This is an optimization exercise on Yosys and OpenROAD, whose aim is small area and a short achievable clock period, not a production implementation. Only simulation tests tie the RTL to the original design; equivalence was not proved. Power is estimated from default activity; no workload was simulated.

==> design/flow/design.v <==
module chan_reload_streamer #(
  parameter int FIFO_AW = 6,
  parameter int DATA_W  = 32
) (
  input  logic              user_clk,
  input  logic              user_rstn,
  input  logic [DATA_W-1:0] cfg_reload_data,
  input  logic              cfg_reload_update,
  input  logic              cfg_reload_last,
  input  logic              cfg_chan_reset,
  output logic [DATA_W-1:0] m_axis_reload_tdata,
  output logic              m_axis_reload_tvalid,
  output logic              m_axis_reload_tlast,
  input  logic              m_axis_reload_tready,
  output logic [7:0]        m_axis_config_tdata,
  output logic              m_axis_config_tvalid,
  input  logic              m_axis_config_tready,
  output logic              status_reload_overflow,
  output logic              status_reload_busy,
  output logic [15:0]       status_frames_done
);
  localparam int DEPTH = 1 << FIFO_AW;
  localparam int W     = DATA_W + 1;
  logic [W-1:0]       r_mem [DEPTH];
  logic [W-1:0]       r_sd;           
  logic               r_sv;           
  logic [7:0]         r_whi;          
  logic [7:0]         r_wlo;          
  logic [FIFO_AW:0]   r_wc;           
  logic [FIFO_AW:0]   r_rc;           
  logic [FIFO_AW:0]   r_pin;          
  logic [FIFO_AW:0]   r_pout;         
  logic [DEPTH-1:0]   r_rsel;         
  logic [FIFO_AW:0]   r_nw;           
  logic [FIFO_AW:0]   r_nf;           
  logic [W-1:0]       r_rd0;          
  logic [W-1:0]       r_rd1;          
  logic [W-1:0]       w_rdr;
  logic               r_rdv;          
  logic [W-1:0]       r_sk;           
  logic               r_skv;
  logic               r_full;         
  logic               r_busy;         
  logic               r_pnz;          
  logic               r_pge2;         
  logic               r_upd_q;
  logic               r_ovf;
  logic [15:0]        r_fd;
  logic               r_tv;
  logic               r_tl;
  logic [DATA_W-1:0]  r_td;
  logic             w_push_req;
  logic             w_push;
  logic             w_hs;
  logic             w_hs_last;
  logic             w_hold;
  logic             w_adv;
  logic             w_take;
  logic             w_fetch;
  logic [W-1:0]     w_head;
  logic             w_pinc;
  logic [FIFO_AW:0] w_cnt;
  logic [FIFO_AW:0] w_pend;
  logic             w_cnt_eq1;
  logic             w_cnt_ge2;
  logic             w_cnt_eq63;
  logic             w_pend_ge3;
  logic [W-1:0]     w_rd0;
  logic [W-1:0]     w_rd1;
  assign w_push_req = cfg_reload_update & ~r_upd_q & ~cfg_chan_reset;
  assign w_push     = w_push_req & ~r_full;
  assign w_hs       = r_tv & m_axis_reload_tready;
  assign w_hs_last  = w_hs & r_tl;
  assign w_hold     = r_tv & ~m_axis_reload_tready;
  assign w_pinc     = r_sv & r_sd[DATA_W];
  assign w_adv      = (r_tv ? (~r_tl | r_pge2) : r_pnz) & (r_skv | r_rdv);
  assign w_take     = ~w_hold & w_adv;
  assign w_head     = r_skv ? r_sk : w_rdr;
  assign w_fetch    = (r_nw != r_nf) & ~(r_skv ? ~w_take : (r_rdv & ~w_take));
  assign w_cnt      = r_wc - r_rc;
  assign w_pend     = r_pin - r_pout;
  assign w_cnt_eq1  = (w_cnt == FIFO_AW'(1));
  assign w_cnt_ge2  = (w_cnt[FIFO_AW:1] != '0);
  assign w_cnt_eq63 = (w_cnt == (FIFO_AW + 1)'(DEPTH - 1));
  assign w_pend_ge3 = (w_pend > (FIFO_AW + 1)'(2));
  always_comb begin
    w_rd0 = '0;
    w_rd1 = '0;
    for (int i = 0; i < DEPTH / 2; i++) begin
      w_rd0 = w_rd0 | (r_mem[i] & {W{r_rsel[i]}});
      w_rd1 = w_rd1 | (r_mem[i + DEPTH / 2] & {W{r_rsel[i + DEPTH / 2]}});
    end
  end
  assign w_rdr = r_rd0 | r_rd1;
  always_ff @(posedge user_clk) begin
    r_sd  <= {cfg_reload_last, cfg_reload_data};
    r_wlo <= 8'(1) << r_wc[2:0];
    r_rd0 <= w_rd0;
    r_rd1 <= w_rd1;
    if (!r_skv && r_rdv && !w_take) r_sk <= w_rdr;
    for (int i = 0; i < DEPTH; i++)
      if (r_whi[i / 8] && r_wlo[i % 8]) r_mem[i] <= r_sd;
  end
  always_ff @(posedge user_clk or negedge user_rstn) begin
    if (!user_rstn) begin
      r_sv    <= 1'b0;
      r_whi   <= '0;
      r_wc    <= '0;
      r_rc    <= '0;
      r_pin   <= '0;
      r_pout  <= '0;
      r_rsel  <= DEPTH'(1);
      r_nw    <= '0;
      r_nf    <= '0;
      r_rdv   <= 1'b0;
      r_skv   <= 1'b0;
      r_full  <= 1'b0;
      r_busy  <= 1'b0;
      r_pnz   <= 1'b0;
      r_pge2  <= 1'b0;
      r_upd_q <= 1'b0;
      r_ovf   <= 1'b0;
      r_fd    <= '0;
      r_tv    <= 1'b0;
      r_tl    <= 1'b0;
      r_td    <= '0;
    end else begin
      r_upd_q <= cfg_reload_update;
      r_sv    <= w_push;
      r_whi   <= w_push ? 8'(1) << r_wc[5:3] : 8'd0;
      if (w_hs_last) r_fd <= r_fd + 16'd1;
      if (cfg_chan_reset) begin
        r_wc   <= '0;
        r_rc   <= '0;
        r_pin  <= '0;
        r_pout <= '0;
        r_rsel <= DEPTH'(1);
        r_nw   <= '0;
        r_nf   <= '0;
        r_rdv  <= 1'b0;
        r_skv  <= 1'b0;
        r_full <= 1'b0;
        r_busy <= 1'b0;
        r_pnz  <= 1'b0;
        r_pge2 <= 1'b0;
        r_ovf  <= 1'b0;
        r_tv   <= 1'b0;
        r_tl   <= 1'b0;
        r_td   <= '0;
      end else begin
        if (w_push_req && r_full) r_ovf <= 1'b1;
        if (w_push) r_wc <= r_wc + 1'b1;
        if (w_hs) r_rc <= r_rc + 1'b1;
        if (w_pinc) r_pin <= r_pin + 1'b1;
        if (r_sv) r_nw <= r_nw + 1'b1;
        if (w_fetch) begin
          r_nf   <= r_nf + 1'b1;
          r_rsel <= {r_rsel[DEPTH-2:0], r_rsel[DEPTH-1]};
        end
        r_rdv <= w_fetch;
        r_skv <= r_skv ? ~w_take : (r_rdv & ~w_take);
        if (w_hs_last) r_pout <= r_pout + 1'b1;
        r_full <= ~w_hs & (r_full | (w_push & w_cnt_eq63));
        r_busy <= w_push | w_cnt_ge2 | (w_cnt_eq1 & ~w_hs);
        r_pnz  <= w_pinc | (w_hs_last ? r_pge2 : r_pnz);
        r_pge2 <= w_pinc ? (w_hs_last ? r_pge2 : r_pnz) : (w_hs_last ? w_pend_ge3 : r_pge2);
        if (!w_hold) begin
          r_tv <= w_adv;
          if (w_adv) begin
            {r_tl, r_td} <= w_head;
          end else begin
            {r_tl, r_td} <= '0;
          end
        end
      end
    end
  end
  assign m_axis_reload_tdata    = r_td;
  assign m_axis_reload_tvalid   = r_tv;
  assign m_axis_reload_tlast    = r_tl;
  assign m_axis_config_tdata    = 8'h00;
  assign m_axis_config_tvalid   = 1'b0;
  assign status_reload_overflow = r_ovf;
  assign status_reload_busy     = r_busy;
  assign status_frames_done     = r_fd;
  logic w_unused_cfg_tready;
  assign w_unused_cfg_tready = m_axis_config_tready;
endmodule
==> design/flow/run.sh <==
#!/bin/bash
# synth_recipe.tcl (not shown) runs the flow's synth.tcl, then flattens the netlist and writes it again
# the make line also repeats each setting of config.mk as NAME=value (left out here)
make -C /OpenROAD-flow-scripts/flow DESIGN_CONFIG=/design/flow/config.mk WORK_HOME=/design/flow/orfs CLKGATE_MAP_FILE= SYNTH_SCRIPT=/design/flow/synth_recipe.tcl finish
==> design/flow/config.mk <==
export PLATFORM = sky130hd
export DESIGN_NAME = chan_reload_streamer
export DESIGN_NICKNAME = chan_reload_streamer
export VERILOG_FILES = /design/flow/design.v
export SDC_FILE = /design/flow/constraint.sdc
export NUM_CORES = 4
export LEC_CHECK = 0
export CAP_MARGIN = 20
export CORE_MARGIN = 2
export CORE_UTILIZATION = 45
export CTS_CLUSTER_DIAMETER = 60
export CTS_CLUSTER_SIZE = 30
export PLACE_DENSITY = 0.6
export SETUP_SLACK_MARGIN = 3.2
export SLEW_MARGIN = 20
==> design/flow/constraint.sdc <==
create_clock -name core_clock -period 5.8 [get_ports {user_clk}]
set_input_delay 1.1600 -clock core_clock [delete_from_list [all_inputs] [get_ports {user_clk}]]
set_output_delay 1.1600 -clock core_clock [all_outputs]
set_load 0.01 [all_outputs]
==> results.txt <==
outcome complete, no violations; # IOs 100; Area contributors post-synth edfxtp_1 75%, a22oi_1 9.2%, dfrtp_1 5.0%, dfxtp_1 2.5%, nand4_1 2.0%; Cell variety after synth 52; crit path cell chain clkdlybuf4s50_1 > a31oi_1 > and3b_2; worst rel slew slack 0.312; area share of xor/xnor cells in the synthesized design 0.00639; CTS Sinks 2425; cts hold-fix bufs 0; post-synthesis simple-gate area fraction 0.0472; main combinational cell family by area after synthesis compound AO/OA/AOI/OAI gates; die width 442 µm; peak supply drop 291 µV; Filler Cell Count 15373; Slowest-stage cell, CP and3b_2; GRT Util Overall 0.285; CTS Buffer Depth 3; async set or reset register ratio after synthesis 0.0713; Final Max Tran Viols 0; Synth Register Bits 2425; num rows 160; Synth Area in Adders 0.00365; mean post-synth cell area 18.0 µm²; Pre-Repair DR Iteration Count 6; initial antenna violation count 23; layout cells sized above 1 0.142; DIE AREA 195000 µm²; Crit path required time 6.22 ns; design area roughly 96000 µm²; Synth Area in Compound Gates 0.102; IO buf count 89; Worst-Skew Late Latency 0.83 ns; WS Path Type in -> reg; Post-synth EDFFs between 2000 and 2500; DRC 0; Netlist Area Pre-Place around 86000 µm²; die outline height approximately 440 µm; post-DP HPWL 131000 µm; first-pass GRT wire length slightly below 400000 µm; total CTS buffers roughly 140; gpl congestion about 0.8; Yosys top cell area share 0.746; Max-Cap Viols 0; multiplexer share of the synthesized area 0.00454; DR iter-0 viols ~9000; multi-input logic area between 10000 and 15000 µm²; CTS tree built; top_reg_cell synth edfxtp_1; commonest non-fill, non-tap cell in the layout edfxtp_1; pwr dens 342 nW/µm²; Worst-Margin Slew 1.03 ns; DR vias 49982; Worst Skew slightly below 0.04 ns; initial core utilization 0.454; grt total ovfl 0; HP Class in -> async; leakage power between 30 and 40 nW; Fin. Hold Viols 0; highest net fanout along the worst path 33; RSZ-0062 raised after global routing true; Core ar. about 190000 µm²; Final Setup Violations 0; area grow syn2layout 10.9%; post-route ant nets 0; CP max stage delay 0.88 ns; Syn Inst Count 4796; Clk pin slew, worst setup/hold paths 0.09 ns; sequential cell area 71100 µm²; post-layout min period between 2 and 3 ns; Syn. warnings 2; Total Nets Final 4955; dpl cell area 90400 µm²; H-Tree Depth 4; Via density around 6.6; WL/cell 37.9 µm; most frequent cells in the layout 2145 x edfxtp_1, 1056 x a22oi_1, 273 x nand4_1, 160 x buf_4, 159 x nand2_1; WP data arrival 3.01 ns; f_max between 300 and 400 MHz; Routed WL approximately 290000 µm; sequential share of the synthesized area 0.821; setup TNS 0 ns; largest net degree at the start of global routing 95; critical path endpoint category register; Synth area leader edfxtp_1; Period Utilization, post-route 0.447; CP startpoint kind input port; clock root buffer clkbuf_16; vias in the first global route 46796
-- timing repair --
item / in CTS / in global routing
setup endpoints to repair: 125 / 36
gates cloned: 0 / 1
setup buffers: 33 / 0
gates resized for setup: 214 / 4
-- final timing paths --
| kind | start | to | slack, ns | cells after the start |
|---|---|---|---|---|
| setup reg to reg | r_rsel[39]$_DFFE_PN0P_ | r_rd1[1]$_DFF_P_ | 3.35 | 4 |
| setup / recovery | m_axis_reload_tready | r_sk[8]$_DFFE_PP_ | 3.21 | 3 |
| hold / removal | user_rstn | r_fd[3]$_DFFE_PN0P_ | 0.40 | 1 |
| max in group asynchronous | user_rstn | r_td[6]$_DFFE_PN0P_ | 4.19 | 2 |
| hold reg to reg | r_sd[29]$_DFF_P_ | r_mem[29][29]$_DFFE_PP_ | 0.49 | 0 |
| min in group core_clock | r_sd[29]$_DFF_P_ | r_mem[29][29]$_DFFE_PP_ | 0.49 | 0 |
-- registers in the layout, summed over array words and instances, names as in the netlist, 8 cells and up --
signal,cells
r_fd,16
r_sd,33
r_rd1,33
r_rsel,64
r_wlo,8
r_td,32
r_sk,33
r_rd0,33
r_whi,8
r_mem,2112
-- per-layer routing --
| layer | routed length, µm | vias to the layer above | global-route usage | share of wire |
|---|---|---|---|---|
| met5 | 12 | - | 0 | 0.000042 |
| met1 | 105000 | 26097 | 0.395 | 0.37 |
| li1 | - | 19776 | - | - |
| met2 | 134000 | 3538 | 0.450 | 0.47 |
| met3 | 35800 | 569 | 0.0561 | 0.13 |
| met4 | 11400 | 2 | 0.104 | 0.040 |
-- cells by family (layout without fill, tap and decap cells) --
| kind of cell | after synthesis | count (layout) |
|---|---|---|
| compound gates | 1199 | 1200 |
| xor+xnor | 63 | 63 |
| fa+ha+maj | 24 | 24 |
| buf+inv | 325 | 533 |
| flops | 2425 | 2425 |
| mux | 35 | 35 |
| other cells | 1 | 24 |
| simple gates | 724 | 724 |
-- where the power goes --
part           total, W  internal, W  switching [W]  leakage [nW]
combinational   0.00129     0.000434       0.000855          5.25
sequential       0.0197       0.0192       0.000457          22.5
clock            0.0118      0.00544        0.00636          2.51
total            0.0327       0.0251        0.00768          30.2
-- synth_stat cells, drive strengths merged, types with 25 or more instances --
| master | instances |
|---|---|
| clkbuf | 275 |
| dfxtp | 107 |
| xor2 | 25 |
| nand2 | 159 |
| buf | 32 |
| or2 | 34 |
| a22oi | 1056 |
| edfxtp | 2145 |
| and2 | 69 |
| nor2 | 56 |
| a22o | 33 |
| dfrtp | 172 |
| nand4 | 273 |
| a21oi | 80 |
| xnor2 | 38 |
| or4 | 67 |
| mux2 | 33 |
-- critical path: cells and delay by family --
kind	cells	cell delay [ns]
AND/OR/NAND/NOR	1	0.88
buffers and inverters	1	0.55
AO/OA/AOI/OAI	1	0.36
-- stage by stage --
step / setup slack (ns) / std cells / util / power (W) / hold slack [ns]
4_1_cts: 3.19 / 7523 / 0.502 / 0.0328 / 0.415
3_3_place_gp: 1.83 / 7224 / 0.475 / 0.0212 / 0.477
6_report: 3.21 / 7539 / 0.503 / 0.0327 / 0.395
2_1_floorplan: 3.42 / 4804 / - / 0.0205 / 0.471
3_5_place_dp: 1.77 / 7224 / 0.475 / 0.0213 / 0.485
5_1_grt: 3.16 / 7539 / 0.503 / 0.0335 / 0.452
-- layout make-up --
| cell class | instances | share of cell area |
|---|---|---|
| clock buffer | 162 | 0.0401 |
| timing repair buffer | 249 | 0.0193 |
| inverter | 18 | 0.000706 |
| tap | 2511 | 0.0328 |
| sequential | 2425 | 0.743 |
| antenna | 15 | 0.000392 |
| clock inverter | 104 | 0.0139 |
| multi-input combinational | 2055 | 0.150 |
Testbench counts, summed over its fixed seeds: drain cycles 8,517.

-- separate check: timing with driven ports --
In the flow no input, the clock included, has a driving cell. The finished layout below was timed again as built, in two steps.
Step 1: set_driving_cell puts a clkbuf_16 on user_clk and a buf_2 on each other input, an assumption about the parent block.
Step 2 adds t to the input delays and takes it off the output delays; t is the mean of the earliest and latest rising clock arrival at the registers after step 1. Input paths then give back, and output paths get back, about the clock's delay inside the block.
Slacks: no drivers / after step 1 / after step 2; pairs: no drivers / after step 1.
shift t [ns]: 0.895
setup slack, ns: 3.207 / 3.162 / 2.378
worst setup path at the end: input to register
worst register clock-pin slew, ns: 0.11 / 0.11
worst data-port slew with drivers (ns): 0.17
After both steps setup and hold are still met in this run. The setup slack of this run moves by -0.045 ns with the drivers and by -0.829 ns with both steps.
